Context: an optimization exercise on an open-source flow, tuned for small area, a short achievable clock period and few clock cycles per item. The choices shown serve that exercise and are no tape-out recipe.
Only simulation tests tie the RTL to the original design; equivalence was not proved.

## v36
==> module vc_ctrl, before the edit <==
module vc_ctrl
(
   input  logic                clk,
   input  logic                rst,
   input  logic                req_valid,
   output logic                req_ready,
   input  logic [TAG_W-1:0]    req_tag,
   input  logic                req_has_vic,
   input  logic [TAG_W-1:0]    vic_tag,
   input  logic [LINE_W-1:0]   vic_data,
   input  logic                vic_dirty,
   output logic                rsp_valid,
   input  logic                rsp_ready,
   output logic                rsp_hit,
   output logic [LINE_W-1:0]   rsp_data,
   output logic                rsp_dirty,
   output logic                wb_valid,
   input  logic                wb_ready,
   output logic [TAG_W-1:0]    wb_tag,
   output logic [LINE_W-1:0]   wb_data,
   output logic                acc_en,
   output logic [VC_IDX_W-1:0] acc_idx,
   input  logic [VC_IDX_W-1:0] lru_idx
);
   logic [ENTRIES-1:0]             valid_q, valid_d;
   logic [ENTRIES-1:0]             dirty_q, dirty_d;
   logic [ENTRIES-1:0][TAG_W-1:0]  tag_q;
   logic [ENTRIES-1:0][LINE_W-1:0] data_q;
   logic                           b_valid_q;     
   logic                           b_hv_q;        
   logic                           b_hit_q;
   logic                           b_use_lru_q;   
   logic [ENTRIES-1:0]             b_idx_oh_q;    
   logic [VC_IDX_W-1:0]            b_acc_idx_q;   
   logic                           b_vdirty_q;
   logic [TAG_W-1:0]               b_vtag_q;
   logic [LINE_W-1:0]              b_vdata_q;
   logic                           rsp_valid_q, rsp_hit_q, rsp_dirty_q;
   logic                           wb_valid_q;
   logic [TAG_W-1:0]               wb_tag_q;
   logic [LINE_W-1:0]              out_q;
   logic                           out_free, go, take;
   logic [ENTRIES-1:0]             lru_oh, sel_oh, we, clr;
   logic [TAG_W-1:0]               rd_tag;
   logic [LINE_W-1:0]              rd_data;
   logic                           rd_dirty, lru_dirty;
   logic [ENTRIES-1:0]             match_d, hit_oh_d, free_oh_d, idx_oh_d;
   logic                           hit_d, full_d, use_lru_d;
   logic [VC_IDX_W-1:0]            idx_d;
   assign out_free  = (~rsp_valid_q | rsp_ready) & (~wb_valid_q | wb_ready);
   assign go        = b_valid_q & out_free;
   assign req_ready = ~b_valid_q | out_free;
   assign take      = req_valid & req_ready;
   always_comb begin
      for (int i = 0; i < ENTRIES; i++) begin
         lru_oh[i] = (lru_idx == VC_IDX_W'(i));
      end
   end
   assign sel_oh  = b_use_lru_q ? lru_oh : b_idx_oh_q;
   assign we      = {ENTRIES{go & b_hv_q}} & sel_oh;
   assign clr     = {ENTRIES{go & b_hit_q & ~b_hv_q}} & b_idx_oh_q;
   assign valid_d = (valid_q & ~clr) | we;
   assign dirty_d = (dirty_q & ~clr & ~we) | (we & {ENTRIES{b_vdirty_q}});
   always_comb begin
      rd_data   = '0;
      rd_tag    = '0;
      rd_dirty  = 1'b0;
      lru_dirty = 1'b0;
      for (int i = 0; i < ENTRIES; i++) begin
         rd_data   = rd_data | ({LINE_W{sel_oh[i]}} & data_q[i]);
         rd_tag    = rd_tag  | ({TAG_W{sel_oh[i]}} & tag_q[i]);
         rd_dirty  = rd_dirty | (sel_oh[i] & dirty_q[i]);
         lru_dirty = lru_dirty | (lru_oh[i] & dirty_q[i]);
      end
   end
   vc_tag_match u_match (
      .valid_nx (valid_d),
      .wr_en    (we),
      .tags     (tag_q),
      .wr_tag   (b_vtag_q),
      .req_tag  (req_tag),
      .match    (match_d)
   );
   always_comb begin
      for (int i = 0; i < ENTRIES; i++) begin
         hit_oh_d[i]  = match_d[i] & ~|(match_d & ((ENTRIES'(1) << i) - ENTRIES'(1)));
         free_oh_d[i] = ~valid_d[i] & &(valid_d | ~((ENTRIES'(1) << i) - ENTRIES'(1)));
      end
   end
   assign hit_d    = |match_d;
   assign full_d   = &valid_d;
   assign idx_oh_d = hit_d ? hit_oh_d : free_oh_d;
   assign use_lru_d = req_has_vic & ~hit_d & full_d;
   always_comb begin
      idx_d = '0;
      for (int i = 0; i < ENTRIES; i++) begin
         if (idx_oh_d[i]) idx_d = idx_d | VC_IDX_W'(i);
      end
   end
   always_ff @(posedge clk or negedge rst) begin
      if (!rst) begin
         valid_q     <= '0;
         dirty_q     <= '0;
         b_valid_q   <= 1'b0;
         b_hv_q      <= 1'b0;
         rsp_valid_q <= 1'b0;
         wb_valid_q  <= 1'b0;
      end else begin
         valid_q     <= valid_d;
         dirty_q     <= dirty_d;
         if (req_ready) begin
            b_valid_q <= req_valid;
            b_hv_q    <= req_valid & req_has_vic;
         end
         rsp_valid_q <= go | (rsp_valid_q & ~rsp_ready);
         wb_valid_q  <= (go & b_use_lru_q & lru_dirty) | (wb_valid_q & ~wb_ready);
      end
   end
   always_ff @(posedge clk) begin
      for (int i = 0; i < ENTRIES; i++) begin
         if (we[i]) begin
            tag_q[i]  <= b_vtag_q;
            data_q[i] <= b_vdata_q;
         end
      end
      b_use_lru_q <= (take & use_lru_d) | (~take & b_use_lru_q);
      b_acc_idx_q <= ({VC_IDX_W{take}} & idx_d) | ({VC_IDX_W{~take}} & b_acc_idx_q);
      if (take) begin
         b_hit_q     <= hit_d;
         b_idx_oh_q  <= idx_oh_d;
         b_vdirty_q  <= vic_dirty;
         b_vtag_q    <= vic_tag;
         b_vdata_q   <= vic_data;
      end
      if (go) begin
         rsp_hit_q   <= b_hit_q;
         rsp_dirty_q <= rd_dirty;
         wb_tag_q    <= rd_tag;
         out_q       <= rd_data;
      end
   end
   assign rsp_valid = rsp_valid_q;
   assign rsp_hit   = rsp_hit_q;
   assign rsp_dirty = rsp_dirty_q;
   assign rsp_data  = out_q;
   assign wb_valid  = wb_valid_q;
   assign wb_tag    = wb_tag_q;
   assign wb_data   = out_q;
   assign acc_en    = b_hv_q & out_free;
   assign acc_idx   = ({VC_IDX_W{b_use_lru_q}} & lru_idx) | b_acc_idx_q;
endmodule
Settings: LEC_CHECK=0, CAP_MARGIN=20, CORE_MARGIN=2, CORE_UTILIZATION=40, CTS_CLUSTER_DIAMETER=100, CTS_CLUSTER_SIZE=24, SETUP_SLACK_MARGIN=3.0, SLEW_MARGIN=20; clock period 6.0 ns.
standard.sh (not shown) runs the stock make flow with config.mk's settings and CLKGATE_MAP_FILE= SYNTH_SCRIPT=/design/flow/synth_recipe.tcl, a recipe that flattens the netlist after the stock synthesis.
==> flow/flow/run.sh <==
#!/bin/bash
# The standard layout, except that ports are buffered with a plain buf_1
# (the resizer still upsizes it where timing needs) instead of a delay cell,
# and the control ports are kept together (flow/io.tcl).
set -euo pipefail
here="$(cd "$(dirname "${BASH_SOURCE[0]}")/.." && pwd)"
cd "$here"
export BUFFER_PORTS_ARGS="-buffer_cell sky130_fd_sc_hd__buf_1"
export IO_CONSTRAINTS="$here/flow/io.tcl"
bash standard.sh finish > standard_make.log 2>&1
==> flow/flow/io.tcl <==
# Keep the ports of the short input-to-output and register-to-output control
# paths together, in the middle of the bottom edge.
set_io_pin_constraint -region bottom:230-290 -pin_names {
  lru_idx[0] lru_idx[1] lru_idx[2] acc_idx[0] acc_idx[1] acc_idx[2] acc_en
  req_ready req_valid rsp_ready wb_ready rsp_valid wb_valid
}
Testbench counts of v36, summed over its fixed seeds: cycles 3,216, items 3,200.
[inputs] v32 vs v36
-- flow/design.v --
<<< v36, line 63
   logic                           rsp_valid_q, rsp_hit_q, rsp_dirty_q;
   logic                           wb_valid_q;
   logic [TAG_W-1:0]               wb_tag_q;
   logic [LINE_W-1:0]              out_q;
>>> v32, line 63
   logic                           rsp_valid_q, rsp_hit_q, rsp_dirty_q;
   logic                           wb_valid_q;
   logic                           rsp_free_q, wb_free_q;   
   logic [TAG_W-1:0]               wb_tag_q;
   logic [LINE_W-1:0]              out_q;
<<< v36, line 73
   logic                           hit_d, full_d, use_lru_d;
   logic [VC_IDX_W-1:0]            idx_d;
   assign out_free  = (~rsp_valid_q | rsp_ready) & (~wb_valid_q | wb_ready);
   assign go        = b_valid_q & out_free;
   assign req_ready = ~b_valid_q | out_free;
>>> v32, line 74
   logic                           hit_d, full_d, use_lru_d;
   logic [VC_IDX_W-1:0]            idx_d;
   assign out_free  = (rsp_free_q | rsp_ready) & (wb_free_q | wb_ready);
   assign go        = b_valid_q & out_free;
   assign req_ready = ~b_valid_q | out_free;
<<< v36, line 115
   assign hit_d    = |match_d;
   assign full_d   = &valid_d;
   assign idx_oh_d = hit_d ? hit_oh_d : free_oh_d;
   assign use_lru_d = req_has_vic & ~hit_d & full_d;
   always_comb begin
      idx_d = '0;
      for (int i = 0; i < ENTRIES; i++) begin
         if (idx_oh_d[i]) idx_d = idx_d | VC_IDX_W'(i);
      end
   end
   always_ff @(posedge clk or negedge rst) begin
      if (!rst) begin
>>> v32, line 116
   assign hit_d    = |match_d;
   assign full_d   = &valid_d;
   assign idx_oh_d = hit_oh_d | ({ENTRIES{~hit_d}} & free_oh_d);
   assign use_lru_d = req_has_vic & ~hit_d & full_d;
   logic [VC_IDX_W-1:0] free_idx;
   logic [ENTRIES-1:0]  m;
   always_comb begin
      free_idx = '0;
      for (int i = 0; i < ENTRIES; i++) begin
         if (free_oh_d[i]) free_idx = free_idx | VC_IDX_W'(i);
      end
   end
   assign m = match_d;
   assign idx_d[2] = ~(m[0] | m[1] | m[2] | m[3]) & (m[4] | m[5] | m[6] | m[7] | free_idx[2]);
   assign idx_d[1] = ~(m[0] | m[1]) & ((m[2] | m[3]) | (~(m[4] | m[5]) & (m[6] | m[7] | free_idx[1])));
   assign idx_d[0] = (~m[0] & m[1])
                   | (~m[0] & ~m[2] & m[3])
                   | (~m[0] & ~m[2] & ~m[4] & m[5])
                   | (~m[0] & ~m[2] & ~m[4] & ~m[6] & (m[7] | free_idx[0]));
   always_ff @(posedge clk or negedge rst) begin
      if (!rst) begin
<<< v36, line 131
         rsp_valid_q <= 1'b0;
         wb_valid_q  <= 1'b0;
      end else begin
         valid_q     <= valid_d;
>>> v32, line 141
         rsp_valid_q <= 1'b0;
         wb_valid_q  <= 1'b0;
         rsp_free_q  <= 1'b1;
         wb_free_q   <= 1'b1;
      end else begin
         valid_q     <= valid_d;
<<< v36, line 140
         rsp_valid_q <= go | (rsp_valid_q & ~rsp_ready);
         wb_valid_q  <= (go & b_use_lru_q & lru_dirty) | (wb_valid_q & ~wb_ready);
      end
   end
>>> v32, line 152
         rsp_valid_q <= go | (rsp_valid_q & ~rsp_ready);
         wb_valid_q  <= (go & b_use_lru_q & lru_dirty) | (wb_valid_q & ~wb_ready);
         rsp_free_q  <= ~go & (rsp_free_q | rsp_ready);
         wb_free_q   <= ~(go & b_use_lru_q & lru_dirty) & (wb_free_q | wb_ready);
      end
   end
Findings:
v32 closes out successfully: all stages finished, all timing, DRC and antenna checks passed. Between v36 and v32, the difference in flip-flop and latch count is negligible. v32 ended with more total number of tap cells than v36. Re final area: v32 is 790 um2 up on v36. [compare] base=v36 new=v32: final worst-path cycle share went down by 0.47 points, summed instance area of the synthesized netlist grew by about 0.35%, wire length reported by the detailed router went up about 0.43%, post-layout minimum cycle time moved down. As far as combined buffer and inverter count along the critical path goes, v32 and v36 are indistinguishable; the numbers are identical. Going from v36 to v32, worst hold slack shrinks by 0.013 ns. On wire length of the first global-routing pass, v36 tracks v32 almost exactly.
Testbench counts of v32, summed over its fixed seeds: cycles 3,216, items 3,200.

-- separate check: timing with driven ports --
In the flow no input, the clock included, has a driving cell. The finished layouts below were timed again as built, in two steps.
Step 1 (the two cells are an assumption about what drives the block):
set clk [get_ports {clk}]
set_driving_cell -lib_cell sky130_fd_sc_hd__clkbuf_16 $clk
set_driving_cell -lib_cell sky130_fd_sc_hd__buf_2 [delete_from_list [all_inputs] $clk]
Step 2 adds t to the input delays and takes it off the output delays; t is the mean of the earliest and latest rising clock arrival at the registers after step 1. Input paths then give back, and output paths get back, about the clock's delay inside the block.
a / b / c = ideal ports / drivers / drivers and shift; a / b = the first two.
run | shift t [ns] | slack for setup (ns) | hold WS [ns] | worst slew at a driven data input, ns | cell pins on the clock port's net
v36 | 0.909 | 2.920 / 2.836 / 2.031 | 0.377 / 0.320 / 0.535 | 0.19 | 1
v32 | 0.920 | 2.948 / 2.819 / 2.069 | 0.364 / 0.286 / 0.531 | 0.16 | 1
After both steps setup and hold are still met in every run listed. For v36, which loses most, drivers alone change the setup slack by -0.084 ns; drivers and shift together by -0.889 ns.
